From an optimization exercise on the open Yosys and OpenROAD flow, aimed at small area; shortcuts taken in it are not production practice. For this run, only the layout was checked, not whether the RTL still works. No activity file was given, so power comes from the tool's default toggle rates.

File: config.mk
export PLATFORM = sky130hd
export DESIGN_NAME = bdReadout
export DESIGN_NICKNAME = bdReadout
export VERILOG_FILES = /design/flow/design.v
export SDC_FILE = /design/flow/constraint.sdc
export NUM_CORES = 4
export LEC_CHECK = 0
export CAP_MARGIN = 20
export CORE_MARGIN = 2
export CORE_UTILIZATION = 40
export SLEW_MARGIN = 20
File: constraint.sdc
create_clock -name core_clock -period 6.0 [get_ports {clk}]
set_input_delay 1.2000 -clock core_clock [delete_from_list [all_inputs] [get_ports {clk}]]
set_output_delay 1.2000 -clock core_clock [all_outputs]
set_load 0.01 [all_outputs]
File: design.v
package bdPkg;
  localparam int wordWidth = 34;
  localparam int payloadWidth = 32;
  localparam int leafCount = 13;
  localparam int codeWidth = 4;
  localparam int recordWidth = codeWidth + payloadWidth;
  localparam int countWidth = 16;
  localparam int logDepth = 32;
  localparam int logPtrWidth = $clog2(logDepth);
  localparam int logCountWidth = $clog2(logDepth + 1);
  localparam int shortRouteWidth = 2;
  localparam int longRouteWidth = 7;
  typedef enum logic [codeWidth-1:0] {
    DUMP_AM = 4'd0,
    DUMP_MM,
    DUMP_PAT,
    DUMP_POST_FIFO0,
    DUMP_POST_FIFO1,
    DUMP_PRE_FIFO,
    DUMP_TAT0,
    DUMP_TAT1,
    NRNI,
    OVFLW0,
    OVFLW1,
    RO_ACC,
    RO_TAT,
    INVALID
  } leafCode;
  localparam logic [leafCount*wordWidth-1:0] routeTable = {
    {6'b101000, {(wordWidth-6){1'b0}}},
    {6'b101001, {(wordWidth-6){1'b0}}},
    {5'b10101, {(wordWidth-5){1'b0}}},
    {6'b101110, {(wordWidth-6){1'b0}}},
    {6'b101111, {(wordWidth-6){1'b0}}},
    {6'b101101, {(wordWidth-6){1'b0}}},
    {4'b1000, {(wordWidth-4){1'b0}}},
    {4'b1001, {(wordWidth-4){1'b0}}},
    {2'b11, {(wordWidth-2){1'b0}}},
    {7'b1011000, {(wordWidth-7){1'b0}}},
    {7'b1011001, {(wordWidth-7){1'b0}}},
    {2'b01, {(wordWidth-2){1'b0}}},
    {2'b00, {(wordWidth-2){1'b0}}}
  };
  localparam logic [leafCount*wordWidth-1:0] routeMask = {
    {{6{1'b1}}, {(wordWidth-6){1'b0}}},
    {{6{1'b1}}, {(wordWidth-6){1'b0}}},
    {{5{1'b1}}, {(wordWidth-5){1'b0}}},
    {{6{1'b1}}, {(wordWidth-6){1'b0}}},
    {{6{1'b1}}, {(wordWidth-6){1'b0}}},
    {{6{1'b1}}, {(wordWidth-6){1'b0}}},
    {{4{1'b1}}, {(wordWidth-4){1'b0}}},
    {{4{1'b1}}, {(wordWidth-4){1'b0}}},
    {{2{1'b1}}, {(wordWidth-2){1'b0}}},
    {{7{1'b1}}, {(wordWidth-7){1'b0}}},
    {{7{1'b1}}, {(wordWidth-7){1'b0}}},
    {{2{1'b1}}, {(wordWidth-2){1'b0}}},
    {{2{1'b1}}, {(wordWidth-2){1'b0}}}
  };
  typedef struct packed {
    logic [shortRouteWidth-1:0] route;
    logic [payloadWidth-1:0] payload;
  } shortRouteView;
  typedef struct packed {
    logic [longRouteWidth-1:0] route;
    logic [wordWidth-longRouteWidth-1:0] rest;
  } longRouteView;
  typedef union packed {
    shortRouteView shortView;
    longRouteView longView;
  } bdWord;
endpackage
`timescale 1ns/1ps
module bdDecoder (
  input  logic clk,
  input  logic rst,
  input  bdPkg::bdWord bdData,
  input  logic bdValid,
  output logic bdReady,
  output bdPkg::leafCode tagCode,
  output logic [bdPkg::payloadWidth-1:0] tagPayload,
  output logic tagValid,
  input  logic tagReady,
  output bdPkg::leafCode diagCode,
  output logic [bdPkg::payloadWidth-1:0] diagPayload,
  output logic diagValid,
  input  logic diagReady,
  output logic [bdPkg::countWidth-1:0] invalidCount
);
  logic [bdPkg::leafCount-1:0] hit;
  bdPkg::leafCode leaf;
  logic [bdPkg::wordWidth-1:0] keepMask;
  logic [bdPkg::wordWidth-1:0] masked;
  logic [bdPkg::payloadWidth-1:0] payload;
  logic isTag;
  logic live;
  logic stageFull;
  logic stageTag;
  bdPkg::leafCode stageCode;
  logic [bdPkg::payloadWidth-1:0] stagePayload;
  logic load;
  logic leave;
  always_comb begin
    for (int i = 0; i < bdPkg::leafCount; i++) begin
      hit[i] = ((bdData & bdPkg::routeMask[(bdPkg::leafCount-1-i)*bdPkg::wordWidth +: bdPkg::wordWidth]) ==
                bdPkg::routeTable[(bdPkg::leafCount-1-i)*bdPkg::wordWidth +: bdPkg::wordWidth]);
    end
  end
  always_comb begin
    leaf = bdPkg::INVALID;
    keepMask = '0;
    for (int i = bdPkg::leafCount - 1; i >= 0; i--) begin
      if (hit[i]) begin
        leaf = bdPkg::leafCode'(i);
        keepMask = ~bdPkg::routeMask[(bdPkg::leafCount-1-i)*bdPkg::wordWidth +: bdPkg::wordWidth];
      end
    end
  end
  assign masked = bdData & keepMask;
  always_comb begin
    case (leaf)
      bdPkg::NRNI, bdPkg::RO_ACC, bdPkg::RO_TAT: payload = bdData.shortView.payload;
      bdPkg::OVFLW0, bdPkg::OVFLW1: payload = bdPkg::payloadWidth'(bdData.longView.rest);
      default: payload = masked[bdPkg::payloadWidth-1:0];
    endcase
  end
  assign isTag = (leaf == bdPkg::NRNI) || (leaf == bdPkg::RO_ACC) || (leaf == bdPkg::RO_TAT);
  assign tagValid = stageFull && stageTag;
  assign diagValid = stageFull && !stageTag;
  assign leave = (tagValid && tagReady) || (diagValid && diagReady);
  assign bdReady = live && (!stageFull || leave);
  assign load = bdValid && bdReady;
  always_ff @(posedge clk) begin
    if (rst) begin
      live <= 1'b0;
      stageFull <= 1'b0;
      invalidCount <= '0;
    end else begin
      live <= 1'b1;
      if (load) begin
        stageFull <= (leaf != bdPkg::INVALID);
      end else if (leave) begin
        stageFull <= 1'b0;
      end
      if (load && leaf == bdPkg::INVALID) begin
        invalidCount <= invalidCount + 1'b1;
      end
    end
  end
  always_ff @(posedge clk) begin
    if (load) begin
      stageCode <= leaf;
      stagePayload <= payload;
      stageTag <= isTag;
    end
  end
  assign tagCode = stageCode;
  assign tagPayload = stagePayload;
  assign diagCode = stageCode;
  assign diagPayload = stagePayload;
endmodule
`timescale 1ns/1ps
module tagWriter (
  input  logic clk,
  input  logic rst,
  input  bdPkg::leafCode tagCode,
  input  logic [bdPkg::payloadWidth-1:0] tagPayload,
  input  logic tagValid,
  output logic tagReady,
  output logic tagReq,
  output logic [bdPkg::recordWidth-1:0] tagRecord,
  input  logic tagGrant,
  output logic [bdPkg::countWidth-1:0] tagCount
);
  logic [bdPkg::recordWidth-1:0] slot [2];
  logic wrSel;
  logic rdSel;
  logic [1:0] fill;
  logic push;
  logic pop;
  assign tagReady = (fill != 2'd2);
  assign tagReq = (fill != 2'd0);
  assign tagRecord = slot[rdSel];
  assign push = tagValid && tagReady;
  assign pop = tagReq && tagGrant;
  always_ff @(posedge clk) begin
    if (rst) begin
      wrSel <= 1'b0;
      rdSel <= 1'b0;
      fill <= 2'd0;
      tagCount <= '0;
    end else begin
      if (push) wrSel <= ~wrSel;
      if (pop) rdSel <= ~rdSel;
      case ({push, pop})
        2'b10: fill <= fill + 2'd1;
        2'b01: fill <= fill - 2'd1;
        default: fill <= fill;
      endcase
      if (pop) tagCount <= tagCount + 1'b1;
    end
  end
  always_ff @(posedge clk) begin
    if (push) slot[wrSel] <= {tagCode, tagPayload};
  end
endmodule
`timescale 1ns/1ps
module diagWriter (
  input  logic clk,
  input  logic rst,
  input  bdPkg::leafCode diagCode,
  input  logic [bdPkg::payloadWidth-1:0] diagPayload,
  input  logic diagValid,
  output logic diagReady,
  output logic diagReq,
  output logic [bdPkg::recordWidth-1:0] diagRecord,
  input  logic diagGrant,
  output logic [bdPkg::countWidth-1:0] ovflwCount0,
  output logic [bdPkg::countWidth-1:0] ovflwCount1
);
  logic held;
  logic accept;
  logic pop;
  logic isOv0;
  logic isOv1;
  logic repeatWarn;
  logic keep;
  assign pop = diagReq && diagGrant;
  assign diagReady = !held || pop;
  assign accept = diagValid && diagReady;
  assign diagReq = held;
  assign isOv0 = (diagCode == bdPkg::OVFLW0);
  assign isOv1 = (diagCode == bdPkg::OVFLW1);
  assign repeatWarn = (isOv0 && ovflwCount0 != '0) || (isOv1 && ovflwCount1 != '0);
  assign keep = accept && !repeatWarn;
  always_ff @(posedge clk) begin
    if (rst) begin
      held <= 1'b0;
      ovflwCount0 <= '0;
      ovflwCount1 <= '0;
    end else begin
      if (keep) begin
        held <= 1'b1;
      end else if (pop) begin
        held <= 1'b0;
      end
      if (accept && isOv0) ovflwCount0 <= ovflwCount0 + 1'b1;
      if (accept && isOv1) ovflwCount1 <= ovflwCount1 + 1'b1;
    end
  end
  always_ff @(posedge clk) begin
    if (keep) diagRecord <= {diagCode, diagPayload};
  end
endmodule
`timescale 1ns/1ps
module logArbiter (
  input  logic clk,
  input  logic rst,
  input  logic tagReq,
  input  logic [bdPkg::recordWidth-1:0] tagRecord,
  output logic tagGrant,
  input  logic diagReq,
  input  logic [bdPkg::recordWidth-1:0] diagRecord,
  output logic diagGrant,
  input  logic fifoFull,
  output logic fifoWrite,
  output logic [bdPkg::recordWidth-1:0] fifoRecord
);
  logic lastTag;
  always_comb begin
    tagGrant = 1'b0;
    diagGrant = 1'b0;
    if (!fifoFull) begin
      if (tagReq && diagReq) begin
        if (lastTag) diagGrant = 1'b1;
        else tagGrant = 1'b1;
      end else begin
        tagGrant = tagReq;
        diagGrant = diagReq;
      end
    end
  end
  always_ff @(posedge clk) begin
    if (rst) begin
      lastTag <= 1'b0;
    end else if (tagGrant) begin
      lastTag <= 1'b1;
    end else if (diagGrant) begin
      lastTag <= 1'b0;
    end
  end
  assign fifoWrite = tagGrant || diagGrant;
  assign fifoRecord = diagGrant ? diagRecord : tagRecord;
endmodule
`timescale 1ns/1ps
module logFifo (
  input  logic clk,
  input  logic rst,
  input  logic fifoWrite,
  input  logic [bdPkg::recordWidth-1:0] fifoRecord,
  output logic fifoFull,
  input  logic logPop,
  output logic [bdPkg::recordWidth-1:0] logData,
  output logic logValid
);
  logic [bdPkg::recordWidth-1:0] mem [bdPkg::logDepth];
  logic [bdPkg::logPtrWidth-1:0] wrPtr;
  logic [bdPkg::logPtrWidth-1:0] rdPtr;
  logic [bdPkg::logCountWidth-1:0] fill;
  logic pop;
  logic load;
  logic memEmpty;
  assign pop = logPop && logValid;
  assign memEmpty = (fill == bdPkg::logCountWidth'(logValid));
  assign load = !memEmpty && (!logValid || pop);
  assign fifoFull = (fill == bdPkg::logCountWidth'(bdPkg::logDepth));
  always_ff @(posedge clk) begin
    if (rst) begin
      wrPtr <= '0;
      rdPtr <= '0;
      fill <= '0;
      logValid <= 1'b0;
    end else begin
      if (fifoWrite) wrPtr <= wrPtr + 1'b1;
      if (load) rdPtr <= rdPtr + 1'b1;
      case ({fifoWrite, pop})
        2'b10: fill <= fill + 1'b1;
        2'b01: fill <= fill - 1'b1;
        default: fill <= fill;
      endcase
      if (load) begin
        logValid <= 1'b1;
      end else if (pop) begin
        logValid <= 1'b0;
      end
    end
  end
  always_ff @(posedge clk) begin
    if (fifoWrite) mem[wrPtr] <= fifoRecord;
    if (load) logData <= mem[rdPtr];
  end
endmodule
`timescale 1ns/1ps
module bdReadout (
  input  logic clk,
  input  logic rst,
  input  bdPkg::bdWord bdData,
  input  logic bdValid,
  output logic bdReady,
  output logic [bdPkg::recordWidth-1:0] logData,
  output logic logValid,
  input  logic logPop,
  output logic [bdPkg::countWidth-1:0] invalidCount,
  output logic [bdPkg::countWidth-1:0] tagCount,
  output logic [bdPkg::countWidth-1:0] ovflwCount0,
  output logic [bdPkg::countWidth-1:0] ovflwCount1
);
  bdPkg::leafCode tagCode;
  logic [bdPkg::payloadWidth-1:0] tagPayload;
  logic tagValid;
  logic tagReady;
  bdPkg::leafCode diagCode;
  logic [bdPkg::payloadWidth-1:0] diagPayload;
  logic diagValid;
  logic diagReady;
  logic tagReq;
  logic tagGrant;
  logic [bdPkg::recordWidth-1:0] tagRecord;
  logic diagReq;
  logic diagGrant;
  logic [bdPkg::recordWidth-1:0] diagRecord;
  logic fifoFull;
  logic fifoWrite;
  logic [bdPkg::recordWidth-1:0] fifoRecord;
  bdDecoder u_bdDecoder (
    .clk(clk), .rst(rst),
    .bdData(bdData), .bdValid(bdValid), .bdReady(bdReady),
    .tagCode(tagCode), .tagPayload(tagPayload),
    .tagValid(tagValid), .tagReady(tagReady),
    .diagCode(diagCode), .diagPayload(diagPayload),
    .diagValid(diagValid), .diagReady(diagReady),
    .invalidCount(invalidCount)
  );
  tagWriter u_tagWriter (
    .clk(clk), .rst(rst),
    .tagCode(tagCode), .tagPayload(tagPayload),
    .tagValid(tagValid), .tagReady(tagReady),
    .tagReq(tagReq), .tagRecord(tagRecord), .tagGrant(tagGrant),
    .tagCount(tagCount)
  );
  diagWriter u_diagWriter (
    .clk(clk), .rst(rst),
    .diagCode(diagCode), .diagPayload(diagPayload),
    .diagValid(diagValid), .diagReady(diagReady),
    .diagReq(diagReq), .diagRecord(diagRecord), .diagGrant(diagGrant),
    .ovflwCount0(ovflwCount0), .ovflwCount1(ovflwCount1)
  );
  logArbiter u_logArbiter (
    .clk(clk), .rst(rst),
    .tagReq(tagReq), .tagRecord(tagRecord), .tagGrant(tagGrant),
    .diagReq(diagReq), .diagRecord(diagRecord), .diagGrant(diagGrant),
    .fifoFull(fifoFull), .fifoWrite(fifoWrite), .fifoRecord(fifoRecord)
  );
  logFifo u_logFifo (
    .clk(clk), .rst(rst),
    .fifoWrite(fifoWrite), .fifoRecord(fifoRecord), .fifoFull(fifoFull),
    .logPop(logPop), .logData(logData), .logValid(logValid)
  );
endmodule
File: run.sh
#!/bin/bash
# synth_recipe.tcl (not shown) runs the flow's synth.tcl, then flattens the netlist and writes it again
# the make line also repeats each setting of config.mk as NAME=value (left out here)
make -C /OpenROAD-flow-scripts/flow DESIGN_CONFIG=/design/flow/config.mk WORK_HOME=/design/flow/orfs CLKGATE_MAP_FILE= SYNTH_SCRIPT=/design/flow/synth_recipe.tcl finish
==> qor.csv <==
stage;metric;value;unit
drt;DR iter-0 viols;2638;
grt;initial antenna violation count;0;
floorplan;core area;135000;um^2
logic_synthesis;sequential share of the synthesized area;0.772;
hold_path;hold crit path type;reg2reg;
logic_synthesis;asr flop ratio synth;0;
drt;Vias/cell;5.64;
power_and_ir_drop;Seq pwr share;0.459;
setup_path;crit path DAT;3.36;ns
drt;via count;27389;
setup_path;crit path to;bdReady;
grt;grt total ovfl;0;
timing;final setup violation count;0;
grt;vias in the first global route;27835;
logic_synthesis;syn_area_per_cell;19.6;um^2
placed_design;DP Wirelength;76900;um
clock_tree;Num CTS Buffers;149;
drt;post-route ant nets;0;
timing;Post-Route Setup TNS;0;ns
logic_synthesis;Post-synth EDFFs;1333;
setup_path;CP startpoint;u_logFifo.fill[1];
placed_design;DP Worst Slack;1.97;ns
timing;Max-slew headroom;0.0909;
setup_path;Crit path required time;4.80;ns
logic_synthesis;Ys Warns;5;
placed_design;gpl congestion;0.822;
power_and_ir_drop;Comb power frac;0.211;
clock_tree;htree depth;4;
timing;Slew @ Worst Pin;1.36;ns
setup_path;reg2reg end;u_logFifo.logData[16];
setup_path;critical path class;reg2out;
outcome;status;timing/DRC/antenna clean;
logic_synthesis;Synth Cell Area;54200;um^2
finish;Post-Layout Cell Count;4856;
setup_path;CP max FO;6;
placed_design;IO Port Bufs;139;
drt;Residual DRC;0;
timing;Final period util;0.759;
timing;Post-Route Skew;0.0297;ns
power_and_ir_drop;NetSw;7.75;mW
clock_tree;TritonCTS clock tree;built;
grt;pin count of the biggest net entering global routing;103;
logic_synthesis;largest area contributor in the netlist;edfxtp_1;
power_and_ir_drop;Internal Pwr Total;19.6;mW
timing;min Tclk post-route;4.56;ns
drt;Detailed Routing Iterations Pass 1;6;
logic_synthesis;synth cell count leaders;edfxtp_1 (1,333), mux4_2 (216), mux2i_1 (183);
setup_path;R2R cell count;6;
clock_tree;Worst-path clk slew;0.06;ns
drt;post-DR wirelength/cell;27.1;um
finish;share of cells above drive strength 1;0.197;
finish;# diodes;0;
placed_design;dpl cells;4592;
finish;Finished Cell Area;63200;um^2
grt;GRT Total Usage;0.190;
finish;post-layout util;0.469;
power_and_ir_drop;PD cells;433;nW/um^2
setup_path;worst reg2reg setup slack;1.92;ns
clock_tree;Post-CTS Hold Buffers;0;
floorplan;I/O pins;140;
logic_synthesis;Synth Flop Type;edfxtp_1;
clock_tree;CTS Sinks;1423;
logic_synthesis;Syn Inst Count;2762;
logic_synthesis;syn nets;2817;
finish;nets;3018;
power_and_ir_drop;total power draw;27.4;mW
power_and_ir_drop;Clk network pwr share;0.330;
timing;fin worst setup slack;1.44;ns
setup_path;FF-to-FF Start;u_logFifo.rdPtr[2];
timing;WHS;0.467;ns
setup_path;Worst setup SP type;flop;
logic_synthesis;FF+latch count, synth;1423;
floorplan;die area;138000;um^2
flow_run;Max Cap Viol;0;
floorplan;Core Rows;135;
logic_synthesis;Synth top area share;0.739;
grt;first-pass GRT wire length;191000;um
timing;unrepaired setup endpoints after global routing;no;
drt;drt total wl;132000;um
clock_tree;CTS max path bufs;3;
clock_tree;post-CTS setup buffer count;0;
timing;number of hold violations in the final report;0;
finish;synthesis-to-finish area growth;16.8;%
timing;Peak Freq;220;MHz
floorplan;DIE HEIGHT;372;um
setup_path;crit end category;output port;
clock_tree;CTS root buf;clkbuf_16;
power_and_ir_drop;worst vdd rail ir drop;377;uV
floorplan;Die X;372;um
clock_tree;post-CTS resize count;0;
logic_synthesis;Synth area leaders;edfxtp_1 (74%), mux4_2 (9.0%), mux2i_1 (3.4%);
logic_synthesis;count leader, synth;edfxtp_1;
placed_design;placed cell areas;58400;um^2
timing;Slew Viols, Final;0;
power_and_ir_drop;Sw Ratio;0.283;
finish;Fillers;11066;
floorplan;Initial Util;0.401;
power_and_ir_drop;Leak Pwr;19.2;nW
logic_synthesis;distinct cell type count after synthesis;71;
clock_tree;Skew-Pair Late Insertion Delay;0.78;ns
cells by family after synthesis:
family / synth area share
muxes: 0.124
and+or+nand+nor: 0.0281
AOI/OAI and AO/OA: 0.0493
DFF: 0.772
adders and majority gates: 0.00407
buffers and inverters: 0.0159
xor gates and xnor gates: 0.00631
registers in the layout (all words and copies together) (netlist names), named ones only:
| register | flops |
|---|---|
| u_tagWriter.wrSel | 1 |
| u_diagWriter.ovflwCount1 | 16 |
| u_bdDecoder.stagePayload | 32 |
| u_bdDecoder.stageCode | 4 |
| u_logFifo.rdPtr | 5 |
| u_logFifo.logValid | 1 |
| u_bdDecoder.live | 1 |
| u_diagWriter.held | 1 |
| u_logFifo.fill | 6 |
| u_bdDecoder.invalidCount | 16 |
| u_diagWriter.ovflwCount0 | 16 |
| u_tagWriter.fill | 2 |
| u_tagWriter.rdSel | 1 |
| u_logFifo.wrPtr | 5 |
| u_logArbiter.lastTag | 1 |
| u_tagWriter.slot | 72 |
| u_bdDecoder.stageFull | 1 |
| u_bdDecoder.stageTag | 1 |
| u_tagWriter.tagCount | 16 |
| u_logFifo.mem | 1152 |
| u_logFifo.logData | 36 |
| u_diagWriter.diagRecord | 36 |
per-layer routing:
metal  routed length [um]  up-vias  GRT usage
met3                 6630      181     0.0296
met4                 2890        0     0.0529
li1                     -    11722          -
met2                69400      893      0.337
met5                    0        -          0
met1                52700    14593      0.241
cells in the final DEF (no fill, tap or decap), drive strengths merged, types with 11 or more instances in the layout:
| cell | count |
|---|---|
| mux4 | 216 |
| clkinv | 56 |
| buf | 80 |
| edfxtp | 1333 |
| o21ai | 11 |
| nor2 | 131 |
| nand4 | 16 |
| dfxtp | 90 |
| xnor2 | 24 |
| o221ai | 36 |
| clkbuf | 185 |
| ha | 16 |
| clkdlybuf4s50 | 138 |
| nand3 | 15 |
| a21oi | 126 |
| o22ai | 36 |
| or4 | 14 |
| nor2b | 24 |
| a211oi | 17 |
| o31ai | 11 |
| a22oi | 59 |
| a22o | 26 |
| xor2 | 15 |
| mux2i | 183 |
| a2111oi | 31 |
| nand2 | 42 |
| inv | 38 |
| bufinv | 14 |
power by group through the flow:
stage                     Sequential (mW)  Clock (mW)  Combinational [mW]
after floorplan                      12.6           0                3.44
after global routing                 12.6        9.61                6.16
after global placement               12.7           0                5.75
after detailed placement             12.8           0                5.87
after CTS                            12.6        9.23                5.88
final                                12.6        9.03                5.78
area by class of cell:
class | count | area [um^2] | area share
clock buffers | 185 | 3910 | 0.0617
clock inverters | 78 | 876 | 0.0138
inverters | 31 | 116 | 0.00184
multi-input cells | 1140 | 12200 | 0.192
flip-flops and latches | 1423 | 41800 | 0.662
well taps | 1781 | 2230 | 0.0352
repair buffers | 218 | 2110 | 0.0334
worst min path at each step:
stage          slack (ns)                            to  cells after the start                         start
3_5_place_dp         0.46   u_bdDecoder.invalidCount[0]                      1   u_bdDecoder.invalidCount[0]
3_3_place_gp         0.45   u_diagWriter.diagRecord[27]                      0  u_bdDecoder.stagePayload[27]
4_1_cts              0.47   u_bdDecoder.invalidCount[0]                      1   u_bdDecoder.invalidCount[0]
2_1_floorplan        0.44    u_diagWriter.diagRecord[0]                      0   u_bdDecoder.stagePayload[0]
5_1_grt              0.48  u_bdDecoder.invalidCount[13]                      1  u_bdDecoder.invalidCount[13]
6_report             0.47   u_bdDecoder.invalidCount[3]                      1   u_bdDecoder.invalidCount[3]
worst max-delay path, cell delays in order (launching register included):
cell and delay (ns):
dfxtp_1 0.37, nor4_4 0.59, a2bb2oi_4 0.16, o21ai_0 0.58, nand3_1 0.18, and2_1 0.21, clkdlybuf4s50_1 0.50

## separate check: timing with driven ports
How much do the figures lean on ideal ports? The routed layout below was timed once more, with nothing changed but the port constraints. Step 1, drivers: a clkbuf_16 drives clk and a buf_2 each remaining input, both assumed. Step 2, shift: input delay + t, output delay - t, t = (earliest + latest rising clock arrival at the registers) / 2. This alone moves slack from input paths to output paths. Slacks: no drivers / after step 1 / after step 2; pairs: no drivers / after step 1.
shift t [ns]: 0.837
setup WS [ns]: 1.445 / 1.373 / 1.917
hold WS [ns]: 0.467 / 0.467 / 0.467
worst setup path after step 2: register to register
worst slew at a driven data input, ns: 0.05
After both steps this run still meets setup and hold. The setup slack of this run moves by -0.072 ns with the drivers and by +0.472 ns with both steps.
